This is an optimization exercise on Yosys and OpenROAD, whose aim is small area, not a production implementation.
RTL that was checked went through simulation tests only; none was proved equivalent to the original.
No functional check of the RTL was part of runs 3 to 6.
Power and IR drop assume default switching activity.

`flow/flow/run.sh`:
```
#!/bin/bash
# Standard ORFS layout with three changes: an area-oriented ABC mapping script,
# the smallest buffer on the I/O ports, and a clock tree with larger sink
# clusters and no dummy loads.
set -euo pipefail
S=$PWD/scripts_mod
rm -rf "$S"
cp -r "$FLOW_HOME/scripts" "$S"
cp flow/abc.script "$S/abc_speed.script"
bash standard.sh SCRIPTS_DIR="$S" \
  "BUFFER_PORTS_ARGS=-buffer_cell sky130_fd_sc_hd__buf_1" \
  "CTS_ARGS=-sink_clustering_enable -repair_clock_nets -dont_use_dummy_load -buf_list sky130_fd_sc_hd__clkbuf_8 -sink_clustering_size 20 -sink_clustering_max_diameter 50" \
  finish > standard.log 2>&1
```
`flow/flow/abc.script`:
```
strash
ifraig
scorr
dc2
strash
dch -f
map -D 4500
topo
buffer -c
upsize -c
dnsize -c
```
`flow/standard.sh`:
```
#!/bin/bash
# synth_recipe.tcl (not shown) runs the flow's synth.tcl, then flattens the netlist and writes it again
# the make line also repeats each setting of config.mk as NAME=value (left out here)
make -C /OpenROAD-flow-scripts/flow DESIGN_CONFIG=/design/flow/config.mk WORK_HOME=/design/flow/orfs CLKGATE_MAP_FILE= SYNTH_SCRIPT=/design/flow/synth_recipe.tcl "${@:-finish}"
```
`flow/config.mk`:
```
export PLATFORM = sky130hd
export DESIGN_NAME = video_ctrl
export DESIGN_NICKNAME = video_ctrl
export VERILOG_FILES = /design/flow/design.v
export SDC_FILE = /design/flow/constraint.sdc
export NUM_CORES = 4
export LEC_CHECK = 0
export CAP_MARGIN = 20
export CORE_MARGIN = 2
export CORE_UTILIZATION = 60
export SLEW_MARGIN = 20
```
`flow/constraint.sdc`:
```
create_clock -name core_clock -period 5.0 [get_ports {clk}]
set_input_delay 1.0000 -clock core_clock [delete_from_list [all_inputs] [get_ports {clk}]]
set_output_delay 1.0000 -clock core_clock [all_outputs]
set_load 0.01 [all_outputs]
```
`flow/design.v`:
```
package vid_pkg;
    typedef enum logic [2:0] {
        cmd_idle      = 3'b000,
        cmd_write     = 3'b001,
        cmd_read_req  = 3'b010,
        cmd_read_data = 3'b011,
        cmd_addr      = 3'b100
    } cmd_t;
    localparam logic [31:0] addr_ctrl    = 32'h0000_0000;
    localparam logic [31:0] addr_h1      = 32'h0000_0028;  
    localparam logic [31:0] addr_h2      = 32'h0000_0030;  
    localparam logic [31:0] addr_v1      = 32'h0000_0038;  
    localparam logic [31:0] addr_v2      = 32'h0000_0040;  
    localparam logic [31:0] addr_base    = 32'h0000_0048;
    localparam logic [31:0] addr_lineinc = 32'h0000_0050;
    localparam int count_w      = 13;
    localparam int div_w        = 6;   
    localparam int ctrl_en_bit  = 3;
    localparam int ctrl_div_lsb = 4;   
    localparam int fifo_depth  = 12;  
    localparam int fifo_aw     = $clog2(fifo_depth);
    localparam int fifo_thresh = 12;
    typedef struct packed {
        logic [7:0] red;
        logic [7:0] green;
        logic [7:0] blue;
    } pixel_t;
    typedef struct packed {
        logic [5:0]         spare;
        logic [count_w-1:0] hi;
        logic [count_w-1:0] lo;
    } span_t;
    typedef struct packed {
        logic [7:0] spare;
        pixel_t     pix;
    } pix_word_t;
    typedef union packed {
        span_t     span;
        pix_word_t pixel;
    } bus_word_u;
    function automatic logic count_ge(input logic [count_w-1:0] a,
                                      input logic [count_w-1:0] b);
        logic r;
        r = 1'b1;
        for (int i = 0; i < count_w; i++) begin
            r = (a[i] & ~b[i]) | (a[i] & r) | (~b[i] & r);
        end
        count_ge = r;
    endfunction
endpackage
`timescale 1ns/1ps
module bus_decode (
    input  logic               clk,
    input  logic               reset_n,
    input  vid_pkg::cmd_t               cmd_in,
    input  logic [31:0]        addr_data_in,
    output logic               en,
    output logic [vid_pkg::div_w-1:0]   pix_div,
    output logic [vid_pkg::count_w-1:0] h_size,
    output logic [vid_pkg::count_w-1:0] h_end,
    output logic [vid_pkg::count_w-1:0] hs_start,
    output logic [vid_pkg::count_w-1:0] hs_end,
    output logic [vid_pkg::count_w-1:0] v_size,
    output logic [vid_pkg::count_w-1:0] v_end,
    output logic [vid_pkg::count_w-1:0] vs_start,
    output logic [vid_pkg::count_w-1:0] vs_end,
    output logic [31:0]        base_addr,
    output logic [31:0]        line_inc,
    output logic               rd_valid,
    output vid_pkg::pixel_t             rd_pixel
);
    localparam logic [2:0] sel_ctrl = 3'd0;
    localparam logic [2:0] sel_h1   = 3'd1;
    localparam logic [2:0] sel_h2   = 3'd2;
    localparam logic [2:0] sel_v1   = 3'd3;
    localparam logic [2:0] sel_v2   = 3'd4;
    localparam logic [2:0] sel_base = 3'd5;
    localparam logic [2:0] sel_linc = 3'd6;
    localparam logic [2:0] sel_none = 3'd7;
    logic [2:0] reg_sel;
    logic [2:0] addr_sel;
    vid_pkg::bus_word_u   word;
    always_comb begin
        case (addr_data_in)
            vid_pkg::addr_ctrl:    addr_sel = sel_ctrl;
            vid_pkg::addr_h1:      addr_sel = sel_h1;
            vid_pkg::addr_h2:      addr_sel = sel_h2;
            vid_pkg::addr_v1:      addr_sel = sel_v1;
            vid_pkg::addr_v2:      addr_sel = sel_v2;
            vid_pkg::addr_base:    addr_sel = sel_base;
            vid_pkg::addr_lineinc: addr_sel = sel_linc;
            default:               addr_sel = sel_none;
        endcase
    end
    always_ff @(posedge clk or negedge reset_n) begin
        if (!reset_n) begin
            reg_sel <= sel_ctrl;
        end else if (cmd_in == vid_pkg::cmd_addr) begin
            reg_sel <= addr_sel;
        end
    end
    logic        clr;
    logic        wr;
    logic [31:0] wdata;
    always_ff @(posedge clk or negedge reset_n) begin
        if (!reset_n) begin
            clr <= 1'b1;
        end else begin
            clr <= 1'b0;
        end
    end
    assign wr    = (cmd_in == vid_pkg::cmd_write);
    assign wdata = addr_data_in & {32{!clr}};
    assign word  = wdata;
    always_ff @(posedge clk or negedge reset_n) begin
        if (!reset_n) begin
            en        <= 1'b0;
            base_addr <= '0;
        end else if (wr) begin
            if (reg_sel == sel_ctrl) begin
                en <= addr_data_in[vid_pkg::ctrl_en_bit];
            end
            if (reg_sel == sel_base) begin
                base_addr <= addr_data_in;
            end
        end
    end
    always_ff @(posedge clk) begin
        if (wr && reg_sel == sel_ctrl) begin
            pix_div <= addr_data_in[vid_pkg::ctrl_div_lsb +: vid_pkg::div_w];
        end
        if ((wr && reg_sel == sel_h1) || clr) begin
            h_size <= word.span.hi;
            h_end  <= word.span.lo;
        end
        if ((wr && reg_sel == sel_h2) || clr) begin
            hs_start <= word.span.hi;
            hs_end   <= word.span.lo;
        end
        if ((wr && reg_sel == sel_v1) || clr) begin
            v_size <= word.span.hi;
            v_end  <= word.span.lo;
        end
        if ((wr && reg_sel == sel_v2) || clr) begin
            vs_start <= word.span.hi;
            vs_end   <= word.span.lo;
        end
        if ((wr && reg_sel == sel_linc) || clr) begin
            line_inc <= wdata;
        end
    end
    assign rd_valid = (cmd_in == vid_pkg::cmd_read_data);
    assign rd_pixel = addr_data_in[23:0];
endmodule
`timescale 1ns/1ps
module scan_timing (
    input  logic               clk,
    input  logic               reset_n,
    input  logic               en,
    input  logic [vid_pkg::div_w-1:0]   pix_div,
    input  logic [vid_pkg::count_w-1:0] h_size,
    input  logic [vid_pkg::count_w-1:0] h_end,
    input  logic [vid_pkg::count_w-1:0] hs_start,
    input  logic [vid_pkg::count_w-1:0] hs_end,
    input  logic [vid_pkg::count_w-1:0] v_size,
    input  logic [vid_pkg::count_w-1:0] v_end,
    input  logic [vid_pkg::count_w-1:0] vs_start,
    input  logic [vid_pkg::count_w-1:0] vs_end,
    input  logic               above_thresh,
    output logic               pix_tick,
    output logic               visible,
    output logic               hsync_i,
    output logic               vsync_i,
    output logic               hblank_i,
    output logic               vblank_i
);
    logic [vid_pkg::div_w-1:0]   div_cnt;
    logic               running;   
    logic [vid_pkg::count_w-1:0] h_cnt;
    logic [vid_pkg::count_w-1:0] v_cnt;
    assign pix_tick = running && (div_cnt == pix_div);
    always_ff @(posedge clk or negedge reset_n) begin
        if (!reset_n) begin
            running <= 1'b0;
        end else if (!en) begin
            running <= 1'b0;
        end else if (!running) begin
            running <= above_thresh;
        end
    end
    always_ff @(posedge clk) begin
        if (!en) begin
            div_cnt <= '0;
            h_cnt   <= '0;
            v_cnt   <= '0;
        end else if (!running) begin
        end else if (pix_tick) begin
            div_cnt <= '0;
            if (h_cnt == h_end) begin
                h_cnt <= '0;
                if (v_cnt == v_end) begin
                    v_cnt <= '0;  
                end else begin
                    v_cnt <= v_cnt + 1'b1;
                end
            end else begin
                h_cnt <= h_cnt + 1'b1;
            end
        end else begin
            div_cnt <= div_cnt + 1'b1;
        end
    end
    assign hsync_i  = vid_pkg::count_ge(h_cnt, hs_start) && !vid_pkg::count_ge(h_cnt, hs_end);
    assign vsync_i  = vid_pkg::count_ge(v_cnt, vs_start) && !vid_pkg::count_ge(v_cnt, vs_end);
    assign hblank_i = vid_pkg::count_ge(h_cnt, h_size);
    assign vblank_i = vid_pkg::count_ge(v_cnt, v_size);
    assign visible  = !hblank_i && !vblank_i;
endmodule
`timescale 1ns/1ps
module fetch_engine (
    input  logic               clk,
    input  logic               reset_n,
    input  logic               en,
    input  logic [31:0]        base_addr,
    input  logic [31:0]        line_inc,
    input  logic [vid_pkg::count_w-1:0] h_size,
    input  logic [vid_pkg::count_w-1:0] v_size,
    input  logic               above_thresh,
    input  logic               rd_valid,
    output logic               req,
    output logic [31:0]        req_addr
);
    logic [vid_pkg::count_w-1:0] word_cnt;
    logic [vid_pkg::count_w-1:0] line_cnt;
    logic [31:0]        line_start;
    logic               at_line_start;  
    logic [vid_pkg::count_w-1:0] word_nxt;
    logic [vid_pkg::count_w-1:0] line_nxt;
    logic               word_last;
    logic               line_last;
    logic [29:0]        addr_inc;
    logic               outstanding;  
    logic               issue;
    assign issue     = en && !outstanding && !above_thresh;
    assign word_nxt  = word_cnt + 1'b1;
    assign line_nxt  = line_cnt + 1'b1;
    assign word_last = (word_nxt == h_size);  
    assign line_last = (line_nxt == v_size);
    assign addr_inc  = req_addr[31:2] + 30'(issue);
    always_ff @(posedge clk or negedge reset_n) begin
        if (!reset_n) begin
            outstanding <= 1'b0;
        end else if (issue) begin
            outstanding <= 1'b1;
        end else if (rd_valid) begin
            outstanding <= 1'b0;
        end
    end
    always_ff @(posedge clk or negedge reset_n) begin
        if (!reset_n) begin
            req      <= 1'b0;
            req_addr <= '0;
        end else begin
            req <= issue;
            if (issue && at_line_start) begin
                req_addr <= line_start;
            end else begin
                req_addr <= {addr_inc, req_addr[1:0]};
            end
        end
    end
    always_ff @(posedge clk) begin
        if (!en) begin
            word_cnt      <= '0;
            line_cnt      <= '0;
            line_start    <= base_addr;
            at_line_start <= 1'b1;
        end else if (issue) begin
            if (word_last) begin
                word_cnt      <= '0;
                at_line_start <= 1'b1;
                if (line_last) begin
                    line_cnt   <= '0;  
                    line_start <= base_addr;
                end else begin
                    line_cnt   <= line_nxt;
                    line_start <= line_start + line_inc;
                end
            end else begin
                word_cnt      <= word_nxt;
                at_line_start <= 1'b0;
            end
        end
    end
endmodule
`timescale 1ns/1ps
module pixel_fifo (
    input  logic   clk,
    input  logic   reset_n,
    input  logic   en,
    input  logic   rd_valid,
    input  vid_pkg::pixel_t rd_pixel,
    input  logic   pop,
    output vid_pkg::pixel_t head,
    output logic   full,
    output logic   empty,
    output logic   above_thresh,
    output logic   underflow
);
    localparam int depth = vid_pkg::fifo_thresh;
    logic [23:0]      mem [depth];
    logic [5:0]       wr_j;     
    logic [5:0]       rd_j;
    logic [depth-1:0] wr_sel;
    logic [depth-1:0] rd_sel;
    logic             wr_wrap;
    logic             rd_wrap;
    logic             same;
    logic             wr_en;
    logic             rd_en;
    function automatic logic [11:0] jdec(input logic [5:0] j);
        logic [11:0] d;
        d[0] = !j[0] && !j[5];
        for (int k = 1; k < 6; k++) d[k] = j[k-1] && !j[k];
        d[6] = j[5] && j[0];
        for (int k = 7; k < 12; k++) d[k] = !j[k-7] && j[k-6];
        jdec = d;
    endfunction
    assign wr_sel = jdec(wr_j);
    assign rd_sel = jdec(rd_j);
    assign wr_en = en && rd_valid;
    assign rd_en = pop && !empty;  
    always_ff @(posedge clk) begin
        if (!en) begin
            wr_j    <= '0;
            rd_j    <= '0;
            wr_wrap <= 1'b0;
            rd_wrap <= 1'b0;
        end else begin
            if (wr_en) begin
                wr_j <= {wr_j[4:0], !wr_j[5]};
                if (wr_sel[depth-1]) wr_wrap <= !wr_wrap;
            end
            if (rd_en) begin
                rd_j <= {rd_j[4:0], !rd_j[5]};
                if (rd_sel[depth-1]) rd_wrap <= !rd_wrap;
            end
        end
    end
    always_ff @(posedge clk) begin
        for (int i = 0; i < depth; i++) begin
            if (wr_en && wr_sel[i]) begin
                mem[i] <= rd_pixel;
            end
        end
    end
    always_comb begin
        head = '0;
        for (int i = 0; i < depth; i++) begin
            head = head | ({24{rd_sel[i]}} & mem[i]);
        end
    end
    assign same         = (wr_j == rd_j);
    assign empty        = same && (wr_wrap == rd_wrap);
    assign full         = same && (wr_wrap != rd_wrap);
    assign above_thresh = full;
    always_ff @(posedge clk or negedge reset_n) begin
        if (!reset_n) begin
            underflow <= 1'b0;
        end else if (!en) begin
            underflow <= 1'b0;
        end else if (pop && empty) begin
            underflow <= 1'b1;  
        end
    end
endmodule
`timescale 1ns/1ps
module pixel_out (
    input  logic       clk,
    input  logic       reset_n,
    input  logic       pix_tick,
    input  logic       visible,
    input  logic       hsync_i,
    input  logic       vsync_i,
    input  logic       hblank_i,
    input  logic       vblank_i,
    input  vid_pkg::pixel_t     head,
    input  logic       empty,
    input  logic       underflow,
    output logic       pop,
    output logic       hsync,
    output logic       vsync,
    output logic       hblank,
    output logic       vblank,
    output logic [7:0] red,
    output logic [7:0] green,
    output logic [7:0] blue,
    output logic       underrun
);
    assign pop = pix_tick && visible;
    always_ff @(posedge clk or negedge reset_n) begin
        if (!reset_n) begin
            hsync  <= 1'b0;
            vsync  <= 1'b0;
            hblank <= 1'b0;
            vblank <= 1'b0;
            red    <= '0;
            green  <= '0;
            blue   <= '0;
        end else if (pix_tick) begin
            hsync  <= hsync_i;
            vsync  <= vsync_i;
            hblank <= hblank_i;
            vblank <= vblank_i;
            if (visible && !empty) begin
                red   <= head.red;
                green <= head.green;
                blue  <= head.blue;
            end else begin
                red   <= '0;  
                green <= '0;
                blue  <= '0;
            end
        end
    end
    always_ff @(posedge clk or negedge reset_n) begin
        if (!reset_n) begin
            underrun <= 1'b0;
        end else begin
            underrun <= underflow;
        end
    end
endmodule
`timescale 1ns/1ps
module video_ctrl (
    input  logic        clk,
    input  logic        reset_n,
    input  vid_pkg::cmd_t        cmd_in,
    input  logic [31:0] addr_data_in,
    output logic        req,
    output logic [31:0] req_addr,
    output logic        hsync,
    output logic        vsync,
    output logic        hblank,
    output logic        vblank,
    output logic [7:0]  red,
    output logic [7:0]  green,
    output logic [7:0]  blue,
    output logic        underrun
);
    logic               en;
    logic [vid_pkg::div_w-1:0]   pix_div;
    logic [vid_pkg::count_w-1:0] h_size;
    logic [vid_pkg::count_w-1:0] h_end;
    logic [vid_pkg::count_w-1:0] hs_start;
    logic [vid_pkg::count_w-1:0] hs_end;
    logic [vid_pkg::count_w-1:0] v_size;
    logic [vid_pkg::count_w-1:0] v_end;
    logic [vid_pkg::count_w-1:0] vs_start;
    logic [vid_pkg::count_w-1:0] vs_end;
    logic [31:0]        base_addr;
    logic [31:0]        line_inc;
    logic               rd_valid;
    vid_pkg::pixel_t             rd_pixel;
    vid_pkg::pixel_t             head;
    logic               empty;
    logic               above_thresh;
    logic               underflow;
    logic               pix_tick;
    logic               visible;
    logic               hsync_i;
    logic               vsync_i;
    logic               hblank_i;
    logic               vblank_i;
    logic               pop;
    bus_decode bus_decode_inst (
        .clk          (clk),
        .reset_n      (reset_n),
        .cmd_in       (cmd_in),
        .addr_data_in (addr_data_in),
        .en           (en),
        .pix_div      (pix_div),
        .h_size       (h_size),
        .h_end        (h_end),
        .hs_start     (hs_start),
        .hs_end       (hs_end),
        .v_size       (v_size),
        .v_end        (v_end),
        .vs_start     (vs_start),
        .vs_end       (vs_end),
        .base_addr    (base_addr),
        .line_inc     (line_inc),
        .rd_valid     (rd_valid),
        .rd_pixel     (rd_pixel)
    );
    scan_timing scan_timing_inst (
        .clk          (clk),
        .reset_n      (reset_n),
        .en           (en),
        .pix_div      (pix_div),
        .h_size       (h_size),
        .h_end        (h_end),
        .hs_start     (hs_start),
        .hs_end       (hs_end),
        .v_size       (v_size),
        .v_end        (v_end),
        .vs_start     (vs_start),
        .vs_end       (vs_end),
        .above_thresh (above_thresh),
        .pix_tick     (pix_tick),
        .visible      (visible),
        .hsync_i      (hsync_i),
        .vsync_i      (vsync_i),
        .hblank_i     (hblank_i),
        .vblank_i     (vblank_i)
    );
    fetch_engine fetch_engine_inst (
        .clk          (clk),
        .reset_n      (reset_n),
        .en           (en),
        .base_addr    (base_addr),
        .line_inc     (line_inc),
        .h_size       (h_size),
        .v_size       (v_size),
        .above_thresh (above_thresh),
        .rd_valid     (rd_valid),
        .req          (req),
        .req_addr     (req_addr)
    );
    pixel_fifo pixel_fifo_inst (
        .clk          (clk),
        .reset_n      (reset_n),
        .en           (en),
        .rd_valid     (rd_valid),
        .rd_pixel     (rd_pixel),
        .pop          (pop),
        .head         (head),
        .full         (),
        .empty        (empty),
        .above_thresh (above_thresh),
        .underflow    (underflow)
    );
    pixel_out pixel_out_inst (
        .clk       (clk),
        .reset_n   (reset_n),
        .pix_tick  (pix_tick),
        .visible   (visible),
        .hsync_i   (hsync_i),
        .vsync_i   (vsync_i),
        .hblank_i  (hblank_i),
        .vblank_i  (vblank_i),
        .head      (head),
        .empty     (empty),
        .underflow (underflow),
        .pop       (pop),
        .hsync     (hsync),
        .vsync     (vsync),
        .hblank    (hblank),
        .vblank    (vblank),
        .red       (red),
        .green     (green),
        .blue      (blue),
        .underrun  (underrun)
    );
endmodule
```
==> impl_metrics.ini, run 1 <==
[run_status]
outcome = no timing/DRC/antenna violations

[yosys]
avgSynthCellArea_um2 = 12.2
yosysWarnings = 6
yosysSeqAreaShare_pct = 67.6
synth_top_area_share_pct = 52.4
yosys-top-cells-area = edfxtp_1, dfrtp_1, dfxtp_1, a22oi_1, nor2_1
ys_types = 60
synth_edf_count = 462
syn_inst = 2171
yosys_register_bits = 637
ys_top_cells_by_count = edfxtp_1, nor2_1, nand2_1, inv_1, a21oi_1
async_reset_ff_share_pct = 16.0
syn_area_um2 = 26500
synth_top_area_cell = edfxtp_1
synth_flop_cell = edfxtp_1
mappedNetlistNets = 2247
post-synth-top-count-cell = edfxtp_1

[critical_path]
end_kind = flip-flop
critPathBufInv = 3
crit_start = fetch_engine_inst.line_start[0]
path_max_fanout = 2
cp_common_cell = nor2_1
worstReg2RegStart = fetch_engine_inst.line_start[0]
cp_slowest_cell = edfxtp_1
cp.arrival_ns = 5.07
critPathRequiredTime_ns = 5.38
cpLargestDelayFamily = compound AO/OA/AOI/OAI gates
startpoint_type = flip-flop
crit_type = reg -> reg
max_stage_delay_ns = 0.40
r2r_slack_ns = 0.31

[finish]
regArea_um2 = 17900
fin_util_pct = 66.2
drive_gt1_share_pct = 8.06
nets = 2386
layout.filler_cells = 3339
diodes = 0
final_cell_count_no_fill = 2893
area_delta_synth_final_pct = 8.22
multi_input_area_um2 = 7790

[floorplanning]
ios = 99
die_area_um2 = 45800
dieWidth_um = 214
design.core.area_um2 = 43300
start_util_pct = 61.2
row_count = 76
die_h_um = 214

[detailed_routing]
wirelength_mm = 66.9
ant_nets = 0
drcViolationCount = 0
vias = 17700
initialDrtViolationCount = 1842
post_drt_wl_per_cell_um = 23.1
dr.pass1.iters = 5
routed_via_density = 6.13

[sta]
slew_headroom_pct = 30.2
fin_crit_ns = 4.69
finalSetupViolCount = 0
fin_crit_sh_pct = 93.8
setup_tns_ns = 0
fin_skew_ns = 0.0717
max_freq_mhz = 213
tightest_slew_ns = 1.05
final_max_slew_viol_count = 0
finalHoldViolations = 0

[flow_run]
maxCapViolCount = 0

[clock_network]
ctsHtreeMaxLevel = 2
cts_tree = built
cts.sinks = 637
clockBufferDepth = 3
cts_hold_buffers = 0
numCtsBuffers = 48
clk_pin_slew_ns = 0.11
cts_root_buffer = clkbuf_8
insertion_delay_ns = 0.68

[global_routing]
grt_usage_pct = 29.2
grt_pass1_wl_mm = 102
met2_usage_pct = 47.4
grt_max_degree = 53
first_global_vias = 17300
gr-max-usage-layer = met2
use_met1_pct = 41.0
antenna_found_initial = 0
grt_overflow = 0
grt_use_met3_pct = 3.50

[place]
dp.cells = 2836
numPortBuffers = 98
place_congestion = 0.927
dp_hpwl_mm = 43.2

[power]
finalPower_w = 0.00986
vdd_drop_max_v = 0.000272
powerDensity_nw_per_um2 = 344
leakage_nw = 10.5

[worst_hold_path]
hold_path.class = in -> async
==> registers in the layout (all words and copies together) (netlist names), 6 cells and up <==
register	flops
bus_decode_inst.base_addr	32
bus_decode_inst.h_end	13
bus_decode_inst.h_size	13
bus_decode_inst.hs_end	13
bus_decode_inst.hs_start	13
bus_decode_inst.line_inc	32
bus_decode_inst.pix_div	6
bus_decode_inst.v_end	13
bus_decode_inst.v_size	13
bus_decode_inst.vs_end	13
bus_decode_inst.vs_start	13
fetch_engine_inst.line_cnt	13
fetch_engine_inst.line_start	32
fetch_engine_inst.req_addr	32
fetch_engine_inst.word_cnt	13
pixel_fifo_inst.mem	288
pixel_fifo_inst.rd_j	6
pixel_fifo_inst.wr_j	6
pixel_out_inst.blue	8
pixel_out_inst.green	8
pixel_out_inst.red	8
scan_timing_inst.div_cnt	6
scan_timing_inst.h_cnt	13
scan_timing_inst.v_cnt	13
==> repair_timing <==
| item | 4_1_cts | 5_1_grt |
|---|---|---|
| endpoints found under the setup margin | 0 | 5 |
| setup buffers | 0 | 7 |
| gates resized for setup | 0 | 9 |
==> power breakdown <==
part	leakage [nW]	switching [W]	internal, W
registers	6.21	0.000291	0.00607
logic	3.99	0.000700	0.000387
clock network	0.345	0.00155	0.000860
==> worst paths after layout <==
| kind | end | cells after the start |
|---|---|---|
| max | fetch_engine_inst.line_start[30] | 33 |
| min in group core_clock | pixel_out_inst.underrun | 0 |
| max in group asynchronous | pixel_out_inst.blue[3] | 2 |
| min | pixel_out_inst.hsync | 1 |
| max reg2reg | fetch_engine_inst.line_start[30] | 33 |
| min reg2reg | pixel_out_inst.underrun | 0 |
==> through the flow <==
step	area (um^2)	hold WS, ns	setup WS, ns
floorplan	26500	0.354	0.755
global placement	27900	0.362	0.452
detailed placement	27900	0.377	0.303
CTS	28500	0.317	0.244
global route	28600	0.366	-0.0251
finish	28600	0.345	0.311
==> per-layer routing <==
metal  part of all wire, %  wire length, um
met1                    42            28000
met2                    47            31700
met3                   7.4             4970
met4                   3.3             2210
met5                     0                0
==> area by class of cell <==
cell class	count	area share [%]
timing repair buffer	155	2.95
multi-input combinational	1273	27.2
clock buffer	48	2.31
inverter	195	2.56
tap	585	2.56
sequential	637	62.5
==> logic make-up (layout without fill, tap and decap cells) <==
family          count (synthesis)  count (layout)  share of synthesized area [%]
simple gates                  629             629                           10.4
xor+xnor                       82              82                           2.71
flops                         637             637                           67.6
other cells                     1               1                         0.0142
fa+ha+maj                      39              39                           1.87
compound gates                522             522                           13.7
buf+inv                       261             398                           3.70
==> cell usage in the layout (no fill, tap or decap), drive strengths merged, types with 11 or more instances in the layout <==
cell    instances
edfxtp        462
nor2          228
nand2         212
inv           185
buf           154
a21oi         120
a22oi         113
dfrtp         101
o21ai          95
dfxtp          73
xor2           69
nor3           60
clkbuf         49
a221oi         49
nand4          46
ha             38
o22ai          33
nand3          32
a22o           27
a32o           19
nor4           19
o221ai         14
xnor2          13
o31ai          11
a31oi          11
==> run 2: changes to the inputs <==
==> flow/flow/run.sh (replaced) <==
#!/bin/bash
# Standard ORFS layout with three changes: an area-oriented ABC mapping script
# the smallest buffer on the I/O ports, and a clock tree with larger sink
# clusters and no dummy loads.
set -euo pipefail
S=$PWD/scripts_mod
rm -rf "$S"
cp -r "$FLOW_HOME/scripts" "$S"
cp flow/abc.script "$S/abc_speed.script"
bash standard.sh SCRIPTS_DIR="$S" \
  "BUFFER_PORTS_ARGS=-buffer_cell sky130_fd_sc_hd__buf_1" \
  "CTS_ARGS=-sink_clustering_enable -repair_clock_nets -dont_use_dummy_load -buf_list sky130_fd_sc_hd__clkbuf_8 -sink_clustering_size 16 -sink_clustering_max_diameter 100" \
  finish > standard.log 2>&1
==> flow/flow/abc.script (replaced) <==
strash
ifraig
scorr
dc2
strash
dch -f
&get -n
&nf -p -F 8 -A 4 -D 4500
&put
topo
--- a/flow/config.mk
+++ b/flow/config.mk
@@ -7,5 +7,5 @@
 export LEC_CHECK = 0
-export CAP_MARGIN = 20
+export CAP_MARGIN = 0
 export CORE_MARGIN = 2
 export CORE_UTILIZATION = 60
-export SLEW_MARGIN = 20
+export SLEW_MARGIN = 0
==> run 2 against run 1 <==
Effect of this change:
- setup slack improved by 0.081 ns
- synthesized cell count decreased by 16%
- core utilization decreased by 0.54 points
- routed wire length decreased by 3.2%
- still clean on timing, DRC and antenna
- non-clock buffer count decreased by 11
- die area decreased by 2.1%
- clock power about the same
- highest routed layer is now met5
- sequential power decreased by 1%
- critical path type unchanged
- cell area decreased by 1.7%
- area after synthesis decreased by 2.1%
- count of clock-buffer cells in the layout decreased by 3
- total power decreased by 0.29%
==> impl_metrics.ini, run 2 <==
[run_status]
outcome = no timing/DRC/antenna violations

[finish]
layout_common_cells = edfxtp_1, dfrtp_1, a21oi_1
area_delta_synth_final_pct = 8.72
nets = 2099
final_cell_count_no_fill = 2607
largest_register_ffs = 288
layout.filler_cells = 3200
drive_gt1_share_pct = 6.83
final_common_cell = edfxtp_1
regArea_um2 = 17900
multi_input_area_um2 = 7910
largest_register = pixel_fifo_inst.mem

[yosys]
synth_flop_cell = edfxtp_1
ys_types = 59
mappedNetlistNets = 1908
post-synth-top-count-cell = edfxtp_1
syn_inst = 1832
syn_area_um2 = 25900
yosys_register_bits = 637
synth_edf_count = 462
yosys-top-cells-area = edfxtp_1, dfrtp_1, dfxtp_1, a22o_1, a22oi_1
synth_top_area_share_pct = 53.6
yosysWarnings = 6
ys_top_cells_by_count = edfxtp_1, dfrtp_1, a21oi_1, nand2_1, nor2b_1
yosys.area_share.simple_pct = 8.72
synth_top_family_by_area = compound AO/OA/AOI/OAI gates
synth_compound_area_share_pct = 13.9
avgSynthCellArea_um2 = 14.1
async_reset_ff_share_pct = 16.0
synthMuxAreaShare_pct = 2.27
synthXorXnorAreaFrac_pct = 3.08
yosys.area_share.adder_pct = 1.99
yosysSeqAreaShare_pct = 69.1
synth_top_area_cell = edfxtp_1

[clock_network]
insertion_delay_ns = 0.67
cts.sinks = 637
cts_root_buffer = clkbuf_8
ctsHtreeMaxLevel = 2
clockBufferDepth = 3
clk_pin_slew_ns = 0.10
numCtsBuffers = 45
cts_tree = built

[critical_path]
cpLargestDelayFamily = simple AND/OR/NAND/NOR gates
crit_chain = xnor2_1 > nand4_1 > nor4_2 > or3b_4 > clkinv_1 > ha_1 > ha_1 > and4_1 > nand4_1 > nor2b_2 > and3_1 > and3_1 > and3_1 > and3_1 > and3_1 > and3_1 > and3_1 > and3_1 > nor2b_1 > nand2_1 > xor2_1 > a21oi_1
cp.arrival_ns = 5.11
startpoint_type = flip-flop
r2r_slack_ns = 0.39
crit_type = reg -> reg
path_max_fanout = 7
cp_common_cell = and3_1
max_stage_delay_ns = 0.44
end_kind = flip-flop
critPathRequiredTime_ns = 5.50
cp_slowest_cell = dfxtp_2
critPathBufInv = 1

[floorplanning]
dieWidth_um = 212
die_h_um = 212
start_util_pct = 60.4
die_area_um2 = 44800
row_count = 76
ios = 99
design.core.area_um2 = 42900

[place]
dp.cells = 2559
place_congestion = 0.861
numPortBuffers = 98
dp_hpwl_mm = 40.4

[global_routing]
grt_use_met3_pct = 3.92
grt_pass1_wl_mm = 96.9
met2_usage_pct = 46.5
grt_usage_pct = 29.3
antenna_found_initial = 3
first_global_vias = 16100
gr-max-usage-layer = met2
use_met1_pct = 42.8
grt_overflow = 0
grt_max_degree = 47

[detailed_routing]
post_drt_wl_per_cell_um = 24.8
initialDrtViolationCount = 1734
wirelength_mm = 64.7
ant_nets = 0
drcViolationCount = 0
routed_via_density = 6.44
vias = 16800
dr.pass1.iters = 7

[worst_hold_path]
hold_path.class = reg -> reg

[sta]
fin_crit_sh_pct = 92.2
finalHoldViolations = 0
hold_ws_ns = 0.406
finalSetupViolCount = 0
fin_skew_ns = 0.0497
fin_crit_ns = 4.61
final_max_slew_viol_count = 0
slew_headroom_pct = 18.8
tightest_slew_ns = 1.21
max_freq_mhz = 217

[power]
powerDensity_nw_per_um2 = 349
leakage_nw = 9.95
vdd_drop_max_v = 0.000309

[flow_run]
maxCapViolCount = 0
==> run 2: cell types whose count changed after synthesis, sizes merged, moves of 46 or more <==
cell | previous run | this run
nand2 | 212 | 97
a22o | 27 | 78
nor2 | 228 | 77
inv | 185 | 0
nor2b | 0 | 79
clkbuf | 64 | 0
clkinv | 10 | 69
mux2 | 0 | 46
==> run 2: repair_timing <==
action / in CTS / in global routing
gates resized for setup: 0 / 28
buffers inserted: 0 / 2
hold buffers: 0 / 0
endpoints found under the setup margin: 0 / 9
==> run 2: cells by family (layout without fill, tap and decap cells) <==
logic type	after synthesis	count (layout)
AOI/OAI and AO/OA	506	506
xor gates and xnor gates	91	91
adders and majority gates	41	41
buffers and inverters	69	258
DFF	637	637
muxes	53	53
other	1	2
and+or+nand+nor	434	434
==> run 2: layout make-up <==
cell class	instances	area share, %
Antenna cell	1	0.00889
Clock buffer	45	2.20
Inverter	69	0.920
Multi-Input combinational cell	1126	28.1
Sequential cell	637	63.6
Tap cell	585	2.60
Timing Repair Buffer	144	2.59
==> run 2: per-layer routing <==
layer	vias to the layer above	wire (um)
li1	7556	-
met3	97	5180
met5	-	16
met4	2	1610
met2	647	30400
met1	8483	27600
==> run 2: worst paths after layout <==
check	depth (start not counted)	startpoint	endpoint
worst max-delay path	22	pixel_fifo_inst.rd_j[0]	fetch_engine_inst.req_addr[30]
worst min-delay path	0	pixel_fifo_inst.underflow	pixel_out_inst.underrun
worst max register to register	22	pixel_fifo_inst.rd_j[0]	fetch_engine_inst.req_addr[30]
worst min register to register	0	pixel_fifo_inst.underflow	pixel_out_inst.underrun
max in group asynchronous	2	reset_n	bus_decode_inst.clr
min in group asynchronous	1	reset_n	pixel_out_inst.underrun
==> run 2: stage by stage <==
stage	power [W]	setup TNS (ns)	util (%)	setup WS (ns)	cell area, um^2
2_1_floorplan	0.00707	0	-	0.422	25900
4_1_cts	0.00985	0	65.5	0.0926	28100
6_report	0.00983	0	65.7	0.391	28200
3_3_place_gp	0.00751	0	64.0	0.221	27500
5_1_grt	0.0102	-0.00774	65.7	-0.00774	28200
3_5_place_dp	0.00754	0	64.0	0.149	27500
==> run 2: power breakdown <==
part / internal, W / total, W / switching, W
clock network: 0.000810 / 0.00240 / 0.00159
logic: 0.000461 / 0.00115 / 0.000692
registers: 0.00601 / 0.00628 / 0.000263
==> run 3: changes to the inputs <==
--- a/flow/design.v
+++ b/flow/design.v
@@ -303,2 +303,3 @@
     input  logic   pop,
+    input  logic   show,     
     output vid_pkg::pixel_t head,
@@ -359,3 +360,3 @@
         for (int i = 0; i < depth; i++) begin
-            head = head | ({24{rd_sel[i]}} & mem[i]);
+            head = head | ({24{rd_sel[i] && show}} & mem[i]);
         end
@@ -390,2 +391,3 @@
     output logic       pop,
+    output logic       show,
     output logic       hsync,
@@ -399,3 +401,4 @@
 );
-    assign pop = pix_tick && visible;
+    assign pop  = pix_tick && visible;
+    assign show = visible && !empty;
     always_ff @(posedge clk or negedge reset_n) begin
@@ -414,11 +417,5 @@
             vblank <= vblank_i;
-            if (visible && !empty) begin
-                red   <= head.red;
-                green <= head.green;
-                blue  <= head.blue;
-            end else begin
-                red   <= '0;  
-                green <= '0;
-                blue  <= '0;
-            end
+            red   <= head.red;
+            green <= head.green;
+            blue  <= head.blue;
         end
@@ -475,2 +472,3 @@
     logic               pop;
+    logic               show;
     bus_decode bus_decode_inst (
@@ -536,2 +534,3 @@
         .pop          (pop),
+        .show         (show),
         .head         (head),
@@ -555,2 +554,3 @@
         .pop       (pop),
+        .show      (show),
         .hsync     (hsync),
==> flow/flow/run.sh (replaced) <==
#!/bin/bash
# Standard ORFS layout with three changes: an area-oriented ABC mapping script,
# the smallest buffer on the I/O ports, and a clock tree with larger sink
# clusters and no dummy loads.
set -euo pipefail
S=$PWD/scripts_mod
rm -rf "$S"
cp -r "$FLOW_HOME/scripts" "$S"
cp flow/abc.script "$S/abc_speed.script"
bash standard.sh SCRIPTS_DIR="$S" \
  "BUFFER_PORTS_ARGS=-buffer_cell sky130_fd_sc_hd__buf_1" \
  "CTS_ARGS=-sink_clustering_enable -repair_clock_nets -dont_use_dummy_load -buf_list sky130_fd_sc_hd__clkbuf_8 -sink_clustering_size 20 -sink_clustering_max_diameter 50" \
  finish > standard.log 2>&1
==> flow/flow/abc.script (replaced) <==
strash
ifraig
scorr
dc2
strash
dch -f
map -D 4500
topo
upsize -c
dnsize -c
==> run 3 against run 2 <==
Effect of this change:
- setup slack better by 0.11 ns
- maximum frequency is 2.4% higher
- area after synthesis is 2.0% higher
- critical path type unchanged
- critical endpoint is now fetch_engine_inst.line_start[30]
==> impl_metrics.ini, run 3 <==
[detailed_routing]
wl_met2_mm = 32.9
ant_nets = 0
met1_length_mm = 28.5
post_drt_wl_per_cell_um = 23.6
drcViolationCount = 0
initialDrtViolationCount = 1789
routed_via_density = 6.17
wirelength_mm = 69.4
met3WireLength_mm = 5.54
vias = 18100
highest_layer = met5
dr.pass1.iters = 6

[sta]
setup_tns_ns = 0
rsz0062_at_grt = false
fin_crit_ns = 4.50
finalSetupViolCount = 0
slew_headroom_pct = 16.4
final_max_slew_viol_count = 0
max_freq_mhz = 222
fin_crit_sh_pct = 90.0
finalHoldViolations = 0
fin_skew_ns = 0.0746
tightest_slew_ns = 1.25

[critical_path]
r2r_slack_ns = 0.50
cp.arrival_ns = 4.90
timing.rr.end = fetch_engine_inst.line_start[30]
reg2reg_depth = 33
worstReg2RegStart = bus_decode_inst.line_inc[0]
crit_start = bus_decode_inst.line_inc[0]
path_max_fanout = 2
startpoint_type = flip-flop
endpoint = fetch_engine_inst.line_start[30]
cp_slowest_cell = edfxtp_1
crit_type = reg -> reg
end_kind = flip-flop
critPathRequiredTime_ns = 5.40
max_stage_delay_ns = 0.40
cp_common_cell = a31oi_4

[yosys]
yosysSeqAreaShare_pct = 67.7
yosys_register_bits = 637
yosys-top-cells-area = edfxtp_1, dfrtp_1, dfxtp_1, nor2_1, nand2_1
mappedNetlistNets = 2229
ys_top_cells_by_count = edfxtp_1, nor2_1, nand2_1, clkinv_1, a21oi_1
synth_top_area_share_pct = 52.5
synth_top_area_cell = edfxtp_1
async_reset_ff_share_pct = 16.0
post-synth-top-count-cell = edfxtp_1
yosysWarnings = 6
syn_inst = 2153
synth_flop_cell = edfxtp_1
syn_area_um2 = 26400
avgSynthCellArea_um2 = 12.3
synth_edf_count = 462
ys_types = 65

[finish]
diodes = 0
layout_common_cells = edfxtp_1, nor2_1, nand2_1
largest_register_ffs = 288
layout.filler_cells = 3305
largest_register = pixel_fifo_inst.mem
area_delta_synth_final_pct = 8.91
final_common_cell = edfxtp_1
drive_gt1_share_pct = 8.24
final_cell_count_no_fill = 2938
nets = 2431

[power]
powerDensity_nw_per_um2 = 352
p_sw_w = 0.00273
leakage_nw = 9.98
p_clk_share_pct = 25.2
pwr-share-seq_pct = 62.8
p_int_w = 0.00740
comb_power_share_pct = 12.0
swShare_pct = 27.0
vdd_drop_max_v = 0.000293

[place]
place_congestion = 0.833
dp_hpwl_mm = 44.4
numPortBuffers = 98
dp.cells = 2885

[floorplanning]
ios = 99
die_area_um2 = 45700
die_h_um = 214
dieWidth_um = 214
row_count = 76
design.core.area_um2 = 43300
start_util_pct = 61.1

[clock_network]
cts_hold_buffers = 0
cts.sinks = 637
insertion_delay_ns = 0.71
cts_resized = 0
ctsHtreeMaxLevel = 2
cts_tree = built
cts_setup_buffers = 0
clk_pin_slew_ns = 0.11
cts_root_buffer = clkbuf_8
numCtsBuffers = 53
clockBufferDepth = 3

[global_routing]
first_global_vias = 17300
grt_overflow = 0
grt_max_degree = 53
grt_usage_pct = 30.8
antenna_found_initial = 2
grt_pass1_wl_mm = 103

[worst_hold_path]
hold_path.class = in -> async

[flow_run]
maxCapViolCount = 0

[run_status]
outcome = no timing/DRC/antenna violations
-- run 3: changes by cell type after synthesis, moves of 24 or more --
cell,before,now
mux2_1,46,0
clkinv_1,69,213
and3_1,33,7
a22o_1,78,15
nand4_1,41,17
a21oi_1,100,133
nand3_1,15,41
nand2_1,97,219
nor2_1,77,234
nor2b_1,79,0
o21ai_0,55,103
-- run 3: kinds of logic after synthesis --
| kind of cell | Yosys count | synth area share, % |
|---|---|---|
| AO/OA/AOI/OAI | 544 | 14.1 |
| other | 1 | 0.0142 |
| flip-flops | 637 | 67.7 |
| AND/OR/NAND/NOR | 628 | 10.6 |
| multiplexers | 1 | 0.0379 |
| XOR/XNOR | 72 | 2.39 |
| buffers and inverters | 231 | 3.34 |
| adder cells (fa/ha/maj) | 39 | 1.87 |
-- run 3: worst max-delay path: cells and delay by family (launching register included) --
| kind | cells | cell delay (ns) |
|---|---|---|
| AO/OA/AOI/OAI | 15 | 2.08 |
| XOR/XNOR | 1 | 0.18 |
| adder cells (fa/ha/maj) | 2 | 0.46 |
| AND/OR/NAND/NOR | 9 | 0.68 |
| buffers and inverters | 6 | 0.40 |
| flip-flops | 1 | 0.40 |
-- run 3: cell type report --
type / instances / area (um^2) / area share (%)
Sequential cell: 637 / 17900 / 62.2
Multi-Input combinational cell: 1285 / 7770 / 27.0
Inverter: 231 / 883 / 3.07
Timing Repair Buffer: 147 / 777 / 2.70
Tap cell: 585 / 732 / 2.54
Clock buffer: 53 / 729 / 2.53
-- run 3: power groups by stage --
stage               Combinational (W)  Sequential [W]  Clock, W
floorplan                    0.000677         0.00645         0
global placement              0.00118         0.00646         0
detailed placement            0.00121         0.00647         0
CTS                           0.00122         0.00635   0.00258
global route                  0.00135         0.00640   0.00276
finish                        0.00122         0.00636   0.00255
-- run 3: worst min path at each step --
stage               cells after the start  slack, ns                       from                       to
floorplan                               0       0.35  pixel_fifo_inst.underflow  pixel_out_inst.underrun
global placement                        0       0.36  pixel_fifo_inst.underflow  pixel_out_inst.underrun
detailed placement                      0       0.38  pixel_fifo_inst.underflow  pixel_out_inst.underrun
CTS                                     1       0.37                    reset_n  pixel_out_inst.green[6]
global route                            1       0.39                    reset_n  pixel_out_inst.green[6]
finish                                  1       0.39                    reset_n  pixel_out_inst.green[6]
-- run 3: per-layer routing --
layer | vias to the layer above | GRT usage, %
li1 | 8335 | -
met1 | 8980 | 42.4
met2 | 702 | 49.8
met3 | 109 | 5.51
met4 | 2 | 11.0
met5 | - | 0
-- run 3: metrics by stage --
stage / instance area, um^2 / total power [W] / worst slack [ns] / utilization [%] / hold slack (ns)
2_1_floorplan: 26400 / 0.00713 / 0.815 / - / 0.354
3_3_place_gp: 28000 / 0.00764 / 0.351 / 64.8 / 0.365
3_5_place_dp: 28000 / 0.00768 / 0.256 / 64.8 / 0.376
4_1_cts: 28800 / 0.0102 / 0.278 / 66.5 / 0.371
5_1_grt: 28800 / 0.0105 / 0.0518 / 66.5 / 0.390
6_report: 28800 / 0.0101 / 0.498 / 66.5 / 0.389
==> run 4: changes to the inputs <==
==> flow/flow/abc.script (replaced) <==
strash
ifraig
scorr
dc2
strash
&get -n
&deepsyn -T 60
&put
dch -f
map -D 4500
topo
buffer -c
upsize -c
dnsize -c
==> run 4 against run 3 <==
Effect of this change:
- now fails the layout checks on setup timing
- total power rose by 2.6%
- sequential share of layout area rose by 0.21 points
- global-route usage fell by 0.56 points
- area after synthesis fell by 0.87%
- via count fell by 1.3%
- highest routed layer unchanged
- count of clock-buffer cells in the layout fell by 2
==> impl_metrics.ini, run 4 <==
[power]
vdd_drop_max_v = 0.000317
p_sw_w = 0.00285
pwr-share-seq_pct = 61.0
leakage_nw = 10.3
p_int_w = 0.00755
powerDensity_nw_per_um2 = 362
finalPower_w = 0.0104
p_clk_share_pct = 23.9
swShare_pct = 27.4
comb_power_share_pct = 15.1

[global_routing]
grt_max_degree = 65
grt_pass1_wl_mm = 101
grt_usage_pct = 30.2
grt_overflow = 0
first_global_vias = 17100
antenna_found_initial = 5

[sta]
rsz0062_at_grt = true
fin_skew_ns = 0.0647
finalHoldViolations = 0
setup_tns_ns = -0.213
final_max_slew_viol_count = 0
finalSetupViolCount = 2
tightest_slew_ns = 1.24
fin_crit_ns = 5.13
fin_ws_ns = -0.128
fin_crit_sh_pct = 103
max_freq_mhz = 195
slew_headroom_pct = 16.7

[critical_path]
cp.arrival_ns = 5.49
crit_type = reg -> reg
cp_common_cell = nand2_1
max_stage_delay_ns = 0.40
startpoint_type = flip-flop
critPathRequiredTime_ns = 5.37
cp_slowest_cell = edfxtp_1
critPathBufInv = 1
cpLargestDelayFamily = compound AO/OA/AOI/OAI gates
r2r_slack_ns = -0.13
end_kind = flip-flop
path_max_fanout = 2

[detailed_routing]
routed_via_density = 6.13
drcViolationCount = 0
wirelength_mm = 67.9
initialDrtViolationCount = 1763
dr.pass1.iters = 5
ant_nets = 0
post_drt_wl_per_cell_um = 23.3
vias = 17900

[clock_network]
cts_tree = built
cts.sinks = 637
insertion_delay_ns = 0.69
ctsHtreeMaxLevel = 2
cts_root_buffer = clkbuf_8
clk_pin_slew_ns = 0.08
clockBufferDepth = 3
numCtsBuffers = 51

[place]
place_congestion = 0.911
dp_hpwl_mm = 43.2
numPortBuffers = 98
preCtsSetupSlack_ns = -0.201

[yosys]
mappedNetlistNets = 2240
post-synth-top-count-cell = edfxtp_1
synth_edf_count = 462
avgSynthCellArea_um2 = 12.1
synth_top_area_cell = edfxtp_1
syn_area_um2 = 26200
ys_types = 59
ys_top_cells_by_count = edfxtp_1, nand2_1, nor2_1, inv_1, a21oi_1
yosysSeqAreaShare_pct = 68.3
synth_flop_cell = edfxtp_1
yosys_register_bits = 637
yosysWarnings = 6
yosys-top-cells-area = edfxtp_1, dfrtp_1, dfxtp_1, nand2_1, nor2_1
async_reset_ff_share_pct = 16.0
synth_top_area_share_pct = 53.0
syn_inst = 2164

[floorplanning]
design.core.area_um2 = 43100
row_count = 76
die_area_um2 = 45300
die_h_um = 213
start_util_pct = 60.8
ios = 99
dieWidth_um = 213

[finish]
drive_gt1_share_pct = 10.9
nets = 2408
largest_register_ffs = 288
layout_common_cells = edfxtp_1, nand2_1, inv_1
layout.filler_cells = 3287
final_common_cell = edfxtp_1
area_delta_synth_final_pct = 9.51
largest_register = pixel_fifo_inst.mem

[run_status]
so.violations = setup timing
outcome = finished with violations

[worst_hold_path]
hold_path.class = in -> async

[flow_run]
maxCapViolCount = 0
==> run 4: worst reg2reg max path: cells and delay by family (launching register included) <==
family | cells | cell delay, ns
AND/OR/NAND/NOR | 26 | 1.93
AO/OA/AOI/OAI | 16 | 1.93
flip-flops | 1 | 0.40
adder cells (fa/ha/maj) | 2 | 0.40
XOR/XNOR | 1 | 0.16
buffers and inverters | 1 | 0.06
==> run 4: cell families (layout without fill, tap and decap cells) <==
kind of cell | Yosys count | after routing | share of synthesized area, %
other cells | 1 | 4 | 0.0143
buf+inv | 293 | 459 | 4.27
flops | 637 | 637 | 68.3
compound gates | 570 | 570 | 15.0
xor+xnor | 35 | 35 | 1.17
simple gates | 589 | 589 | 9.38
fa+ha+maj | 39 | 39 | 1.89
==> run 4: final cells by class <==
type                    count  area [um^2]  area share [%]
diodes                      3         7.51          0.0262
multi-input cells        1234         7450            26.0
clock buffers              51          702            2.45
flip-flops and latches    637        17900            62.4
inverters                 230          881            3.07
repair buffers            178         1030            3.58
well taps                 585          732            2.55
==> run 4: timing repair <==
action / CTS / global route
endpoints found under the hold margin: 0 / 0
setup endpoints to repair: 3 / 8
hold buffers: 0 / 0
cloned: 0 / 0
pin swaps: 1 / 5
gates resized for setup: 9 / 25
buffers inserted: 3 / 13
==> run 4: metal layers <==
| layer | wire length, um | vias to the layer above | track usage (%) |
|---|---|---|---|
| li1 | - | 8256 | - |
| met1 | 28600 | 8786 | 42.5 |
| met2 | 31700 | 696 | 48.2 |
| met3 | 5060 | 147 | 4.35 |
| met4 | 2450 | 4 | 11.7 |
| met5 | 27 | - | 0 |
==> run 4: worst paths after layout <==
check / from / to / cells after the start
setup reg to reg: fetch_engine_inst.line_start[0] / fetch_engine_inst.line_start[30] / 46
setup / recovery: fetch_engine_inst.line_start[0] / fetch_engine_inst.line_start[30] / 46
hold / removal: reset_n / fetch_engine_inst.req / 1
min in group core_clock: pixel_fifo_inst.underflow / pixel_out_inst.underrun / 0
max in group asynchronous: reset_n / bus_decode_inst.base_addr[6] / 2
hold reg to reg: pixel_fifo_inst.underflow / pixel_out_inst.underrun / 0
==> run 4: through the flow <==
step,utilization (%),hold slack (ns),std cells,cell area [um^2]
after floorplan,-,0.354,2164,26200
after global placement,64.4,0.405,2848,27800
after detailed placement,64.4,0.392,2848,27800
after CTS,66.2,0.219,2902,28500
after global routing,66.6,0.238,2915,28700
final,66.6,0.249,2918,28700
==> run 4: power groups by stage <==
stage / clock network, W / registers [W] / logic (W)
2_1_floorplan: 0 / 0.00645 / 0.000890
5_1_grt: 0.00268 / 0.00639 / 0.00175
4_1_cts: 0.00253 / 0.00634 / 0.00151
3_5_place_dp: 0 / 0.00645 / 0.00149
6_report: 0.00248 / 0.00634 / 0.00157
3_3_place_gp: 0 / 0.00644 / 0.00146
==> run 5: changes to the inputs <==
==> flow/flow/abc.script (replaced) <==
strash
ifraig
scorr
dc2
strash
dch -f
map -D 4500
topo
buffer -c
upsize -c
dnsize -c
--- a/flow/config.mk
+++ b/flow/config.mk
@@ -10,2 +10,4 @@
 export CORE_UTILIZATION = 60
+export GPL_ROUTABILITY_DRIVEN = 0
+export GPL_TIMING_DRIVEN = 0
 export SLEW_MARGIN = 0
==> run 5 against run 4 <==
Effect of this change:
- the run now finishes clean
- largest power group unchanged
- routed wire length up 8.0%
- via count up 3.8%
- synthesized cell count up 2.5%
==> impl_metrics.ini, run 5 <==
[run_status]
outcome = no timing/DRC/antenna violations

[finish]
fin_util_pct = 67.2
layout_common_cells = edfxtp_1, nor2_1, nand2_1
layout.filler_cells = 3300
final_cell_area_um2 = 29100
nets = 2491
largest_register_ffs = 288
final_common_cell = edfxtp_1
drive_gt1_share_pct = 8.62
largest_register = pixel_fifo_inst.mem
area_delta_synth_final_pct = 9.93

[sta]
fin_crit_sh_pct = 93.0
tightest_slew_ns = 1.34
finalSetupViolCount = 0
finalHoldViolations = 0
final_max_slew_viol_count = 0
fin_ws_ns = 0.350
fin_skew_ns = 0.0678
fin_crit_ns = 4.65
max_freq_mhz = 215
slew_headroom_pct = 10.8
rsz0062_at_grt = false

[yosys]
post-synth-top-count-cell = edfxtp_1
async_reset_ff_share_pct = 16.0
ys_types = 61
yosysWarnings = 6
yosys-top-cells-area = edfxtp_1, dfrtp_1, dfxtp_1, nor2_1, nand2_1
synth_edf_count = 462
synth_top_area_share_pct = 52.4
synth_flop_cell = edfxtp_1
ys_top_cells_by_count = edfxtp_1, nor2_1, nand2_1, inv_1, a21oi_1
yosysSeqAreaShare_pct = 67.5
mappedNetlistNets = 2294
yosys_register_bits = 637
avgSynthCellArea_um2 = 11.9
synth_top_area_cell = edfxtp_1
syn_inst = 2218
syn_area_um2 = 26500

[global_routing]
grt_pass1_wl_mm = 109
grt_overflow = 0
grt_use_met3_pct = 5.13
grt_max_degree = 34
met2_usage_pct = 52.2
use_met1_pct = 43.2
gr-max-usage-layer = met2
first_global_vias = 18200
grt_usage_pct = 31.9
antenna_found_initial = 2

[place]
dp_hpwl_mm = 50.9
preCtsSetupSlack_ns = -0.181
dpl_cell_area_um2 = 28300
numPortBuffers = 98

[floorplanning]
die_area_um2 = 45800
row_count = 76
design.core.area_um2 = 43400
die_h_um = 214
dieWidth_um = 214
start_util_pct = 61.1
ios = 99

[clock_network]
cts.sinks = 637
clk_pin_slew_ns = 0.11
clockBufferDepth = 3
cts_root_buffer = clkbuf_8
insertion_delay_ns = 0.70
numCtsBuffers = 50
cts_tree = built
ctsHtreeMaxLevel = 2

[detailed_routing]
wirelength_mm = 73.3
routed_via_density = 6.19
ant_nets = 0
vias = 18600
dr.pass1.iters = 8
drcViolationCount = 0
initialDrtViolationCount = 1964
post_drt_wl_per_cell_um = 24.4

[critical_path]
critPathBufInv = 6
end_kind = flip-flop
cp_common_cell = a31oi_4
critPathRequiredTime_ns = 5.39
crit_type = reg -> reg
max_stage_delay_ns = 0.43
startpoint_type = flip-flop
r2r_slack_ns = 0.35
cpLargestDelayFamily = compound AO/OA/AOI/OAI gates
cp_slowest_cell = edfxtp_1
reg2reg_depth = 33
cp.arrival_ns = 5.04
path_max_fanout = 2
timing.rr.end = fetch_engine_inst.line_start[30]
worstReg2RegStart = fetch_engine_inst.line_start[0]

[flow_run]
maxCapViolCount = 0

[worst_hold_path]
hold_path.class = in -> async

[power]
leakage_nw = 10.9
powerDensity_nw_per_um2 = 344
vdd_drop_max_v = 0.000299
## run 5: worst register-to-register path: cells and delay by family, from the launching register on
kind                       cells  cell delay (ns)
and+or+nand+nor                9             0.67
DFF                            1             0.43
buffers and inverters          6             0.41
adders and majority gates      2             0.44
AOI/OAI and AO/OA             15             2.19
xor gates and xnor gates       1             0.20
## run 5: logic make-up after synthesis
kind of cell	Yosys count	synth area share [%]
AO/OA/AOI/OAI	544	13.8
XOR/XNOR	72	2.38
adder cells (fa/ha/maj)	39	1.87
buffers and inverters	296	4.23
flip-flops	637	67.5
multiplexers	1	0.0378
other	1	0.0142
AND/OR/NAND/NOR	628	10.1
## run 5: timing repair
action                     in CTS  in global routing
setup endpoints to repair       7                 31
pin swaps                       0                  4
hold buffers                    0                  0
resized for setup               2                 74
buffers inserted                0                  3
## run 5: layout make-up
class | instances | area, um^2 | share of cell area, %
antenna | 1 | 2.50 | 0.00859
inverter | 231 | 867 | 2.98
sequential | 637 | 17900 | 61.4
clock buffer | 50 | 688 | 2.36
tap | 585 | 732 | 2.51
multi-input combinational | 1285 | 7720 | 26.5
timing repair buffer | 146 | 953 | 3.27
buffer | 64 | 270 | 0.928
## run 5: per-layer routing
layer  wire, um  part of all wire, %  vias to the layer above
li1           -                    -                     8433
met3       6060                  8.3                      190
met5         14                0.019                        -
met2      34600                   47                      891
met1      29300                   40                     9056
met4       3340                  4.6                        2
## run 5: how the worst max path moves through the flow
stage / startpoint / to / slack [ns] / depth (start not counted)
2_1_floorplan: fetch_engine_inst.line_start[0] / fetch_engine_inst.line_start[30] / 0.90 / 33
3_3_place_gp: reset_n / pixel_out_inst.blue[2] / -2.71 / 1
3_5_place_dp: scan_timing_inst.h_cnt[1] / pixel_out_inst.red[0] / -0.18 / 20
4_1_cts: pixel_fifo_inst.wr_j[1] / fetch_engine_inst.req_addr[30] / 0.01 / 26
5_1_grt: scan_timing_inst.h_cnt[1] / pixel_out_inst.red[5] / 0.01 / 24
6_report: fetch_engine_inst.line_start[0] / fetch_engine_inst.line_start[30] / 0.35 / 33
## run 5: report_power, final
part	leakage [nW]	internal (W)	switching, W
Clock	0.359	0.000893	0.00159
Combinational	4.29	0.000436	0.000807
Sequential	6.25	0.00603	0.000275
Total	10.9	0.00736	0.00267
## run 5: per-stage QoR
| stage | cells | total power (W) | TNS, ns | hold WS (ns) |
|---|---|---|---|---|
| finish | 2999 | 0.0100 | 0 | 0.338 |
| CTS | 2995 | 0.0100 | 0 | 0.310 |
| detailed placement | 2946 | 0.00763 | -0.657 | 0.373 |
| global placement | 2901 | 0.00755 | -669.63 | 0.367 |
| floorplan | 2218 | 0.00711 | 0 | 0.354 |
| global route | 2998 | 0.0104 | 0 | 0.323 |
==> run 6: changes to the inputs <==
--- a/flow/flow/run.sh
+++ b/flow/flow/run.sh
@@ -11,3 +11,3 @@
   "BUFFER_PORTS_ARGS=-buffer_cell sky130_fd_sc_hd__buf_1" \
-  "CTS_ARGS=-sink_clustering_enable -repair_clock_nets -dont_use_dummy_load -buf_list sky130_fd_sc_hd__clkbuf_8 -sink_clustering_size 20 -sink_clustering_max_diameter 50" \
+  "CTS_ARGS=-sink_clustering_enable -repair_clock_nets -dont_use_dummy_load -buf_list sky130_fd_sc_hd__clkbuf_8 -sink_clustering_size 16 -sink_clustering_max_diameter 40" \
   finish > standard.log 2>&1
--- a/flow/config.mk
+++ b/flow/config.mk
@@ -10,4 +10,2 @@
 export CORE_UTILIZATION = 60
-export GPL_ROUTABILITY_DRIVEN = 0
-export GPL_TIMING_DRIVEN = 0
 export SLEW_MARGIN = 0
==> run 6 against run 5 <==
Effect of this change:
- maximum frequency grew 4.1%
- setup slack gained 0.18 ns
- area after synthesis is the same
- via count shrank 2.1%
- synthesized cell count is the same
- critical endpoint is now fetch_engine_inst.line_start[29]
- highest routed layer is now met4
==> impl_metrics.ini, run 6 <==
[place]
dpl_cell_area_um2 = 28000
numPortBuffers = 98
dp_hpwl_mm = 44.1
preCtsSetupSlack_ns = 0.417
dp.cells = 2892
place_congestion = 0.885

[global_routing]
gr-max-usage-layer = met2
grt_usage_pct = 30.5
grt_max_degree = 59
grt_pass1_wl_mm = 106
grt_use_met3_pct = 5.22
first_global_vias = 18000
grt_overflow = 0
met2_usage_pct = 50.0
antenna_found_initial = 0
use_met1_pct = 41.2

[finish]
final_common_cell = edfxtp_1
largest_register = pixel_fifo_inst.mem
fin_util_pct = 67.2
final_cell_area_um2 = 29100
diodes = 0
largest_register_ffs = 288
layout_common_cells = edfxtp_1, nor2_1, nand2_1
nets = 2470
final_cell_count_no_fill = 2977
area_delta_synth_final_pct = 10.0
layout.filler_cells = 3273
drive_gt1_share_pct = 9.03

[sta]
finalSetupViolCount = 0
slew_headroom_pct = 21.4
fin_skew_ns = 0.0747
fin_crit_sh_pct = 89.4
tightest_slew_ns = 1.17
fin_ws_ns = 0.531
setup_tns_ns = 0
fin_crit_ns = 4.47
final_max_slew_viol_count = 0
finalHoldViolations = 0
max_freq_mhz = 224

[power]
p_clk_share_pct = 30.1
p_int_w = 0.00796
vdd_drop_max_v = 0.000269
powerDensity_nw_per_um2 = 370
p_sw_w = 0.00283
swShare_pct = 26.2
pwr-share-seq_pct = 58.7
comb_power_share_pct = 11.2
leakage_nw = 11.0

[yosys]
synth_top_area_cell = edfxtp_1
mappedNetlistNets = 2294
syn_inst = 2218
avgSynthCellArea_um2 = 11.9
yosys_register_bits = 637
post-synth-top-count-cell = edfxtp_1
ys_top_cells_by_count = edfxtp_1, nor2_1, nand2_1, inv_1, a21oi_1
syn_area_um2 = 26500
synth_edf_count = 462
yosys-top-cells-area = edfxtp_1, dfrtp_1, dfxtp_1, nor2_1, nand2_1
synth_top_area_share_pct = 52.4
yosysSeqAreaShare_pct = 67.5
synth_flop_cell = edfxtp_1
async_reset_ff_share_pct = 16.0
ys_types = 61
yosysWarnings = 6

[detailed_routing]
initialDrtViolationCount = 1856
vias = 18200
routed_via_density = 6.11
wirelength_mm = 69.6
post_drt_wl_per_cell_um = 23.4
drcViolationCount = 0
ant_nets = 0
dr.pass1.iters = 6

[clock_network]
cts.sinks = 637
numCtsBuffers = 85
clockBufferDepth = 3
clk_pin_slew_ns = 0.09
cts_root_buffer = clkbuf_8
insertion_delay_ns = 0.70
cts_hold_buffers = 0
cts_tree = built
ctsHtreeMaxLevel = 3

[critical_path]
max_stage_delay_ns = 0.41
cp_common_cell = o21ai_1
startpoint_type = flip-flop
crit_type = reg -> reg
critPathRequiredTime_ns = 5.34
cp.arrival_ns = 4.81
cp_slowest_cell = edfxtp_1
end_kind = flip-flop
path_max_fanout = 3

[floorplanning]
ios = 99
dieWidth_um = 214
die_h_um = 214
row_count = 76
design.core.area_um2 = 43400
start_util_pct = 61.1
die_area_um2 = 45800

[flow_run]
maxCapViolCount = 0

[worst_hold_path]
hold_path.class = reg -> reg

[run_status]
outcome = no timing/DRC/antenna violations
==> run 6: per-layer routing <==
layer  part of all wire (%)  vias up
li1                       -     8390
met1                     42     8887
met2                     48      769
met3                    7.3      143
met4                    3.2        0
met5                      0        -
==> run 6: final cells by class <==
| class | count | area [um^2] | share of cell area (%) |
|---|---|---|---|
| clock buffer | 85 | 1170 | 4.01 |
| sequential | 637 | 17900 | 61.4 |
| tap | 585 | 732 | 2.51 |
| inverter | 231 | 867 | 2.97 |
| multi-input combinational | 1285 | 7660 | 26.3 |
| timing repair buffer | 154 | 830 | 2.85 |
==> run 6: worst paths after layout <==
path	from	to	slack, ns	depth (start not counted)
setup / recovery	fetch_engine_inst.line_start[2]	fetch_engine_inst.line_start[29]	0.53	28
hold / removal	pixel_fifo_inst.underflow	pixel_out_inst.underrun	0.45	0
setup reg to reg	fetch_engine_inst.line_start[2]	fetch_engine_inst.line_start[29]	0.53	28
hold reg to reg	pixel_fifo_inst.underflow	pixel_out_inst.underrun	0.45	0
max in group asynchronous	reset_n	bus_decode_inst.en	3.32	2
min in group asynchronous	reset_n	fetch_engine_inst.req	0.58	1
==> run 6: critical path, delay by kind of cell, from the launching register on <==
family	cells	cell delay, ns
AND/OR/NAND/NOR	8	0.79
adder cells (fa/ha/maj)	1	0.34
XOR/XNOR	1	0.16
buffers and inverters	4	0.30
AO/OA/AOI/OAI	14	2.15
flip-flops	1	0.41
==> run 6: per-stage QoR <==
step | hold WS (ns) | total power (W)
2_1_floorplan | 0.354 | 0.00711
6_report | 0.447 | 0.0108
4_1_cts | 0.459 | 0.0108
3_3_place_gp | 0.415 | 0.00760
3_5_place_dp | 0.434 | 0.00764
5_1_grt | 0.442 | 0.0112
==> run 6: power by group through the flow <==
stage / combinational, W / sequential, W / clock (W)
6_report: 0.00121 / 0.00633 / 0.00324
5_1_grt: 0.00136 / 0.00637 / 0.00350
4_1_cts: 0.00121 / 0.00632 / 0.00329
3_5_place_dp: 0.00121 / 0.00643 / 0
3_3_place_gp: 0.00118 / 0.00642 / 0
2_1_floorplan: 0.000672 / 0.00644 / 0
==> run 6: cells by family (layout without fill, tap and decap cells) <==
family,count (synthesis),count (layout),synth area share [%]
flops,637,637,67.5
xor+xnor,72,72,2.38
simple gates,628,628,10.1
fa+ha+maj,39,39,1.87
mux,1,1,0.0378
other cells,1,1,0.0142
compound gates,544,544,13.8
buf+inv,296,470,4.23
==> run 6: timing repair <==
action	CTS	global route
hold endpoints to repair	0	0
setup endpoints to repair	0	21
setup buffers	0	0
gates resized for setup	0	5

## afterwards: timing with drivers on the ports
Ports are ideal in the flow. The routed layouts listed here were re-timed in OpenROAD. Step 1 (the two cells are an assumption about what drives the block):
set clk [get_ports {clk}]
set_driving_cell -lib_cell sky130_fd_sc_hd__clkbuf_16 $clk
set_driving_cell -lib_cell sky130_fd_sc_hd__buf_2 [delete_from_list [all_inputs] $clk]
Step 2 adds t to the input delays and takes it off the output delays; t is the mean of the earliest and latest rising clock arrival at the registers after step 1. Input paths then give back, and output paths get back, about the clock's delay inside the block. Three values: ideal ports, drivers, drivers and shift; two values: the first two.
run	t (ns)	setup WS [ns]	worst setup path at the end
run 1	0.695	0.311 / 0.311 / 0.311	register to register
run 2	0.702	0.391 / 0.391 / 0.391	register to register
run 3	0.725	0.498 / 0.498 / 0.498	register to register
run 4	0.709	-0.128 / -0.128 / -0.128	register to register
run 5	0.723	0.350 / 0.350 / 0.350	register to register
run 6	0.709	0.531 / 0.531 / 0.531	register to register
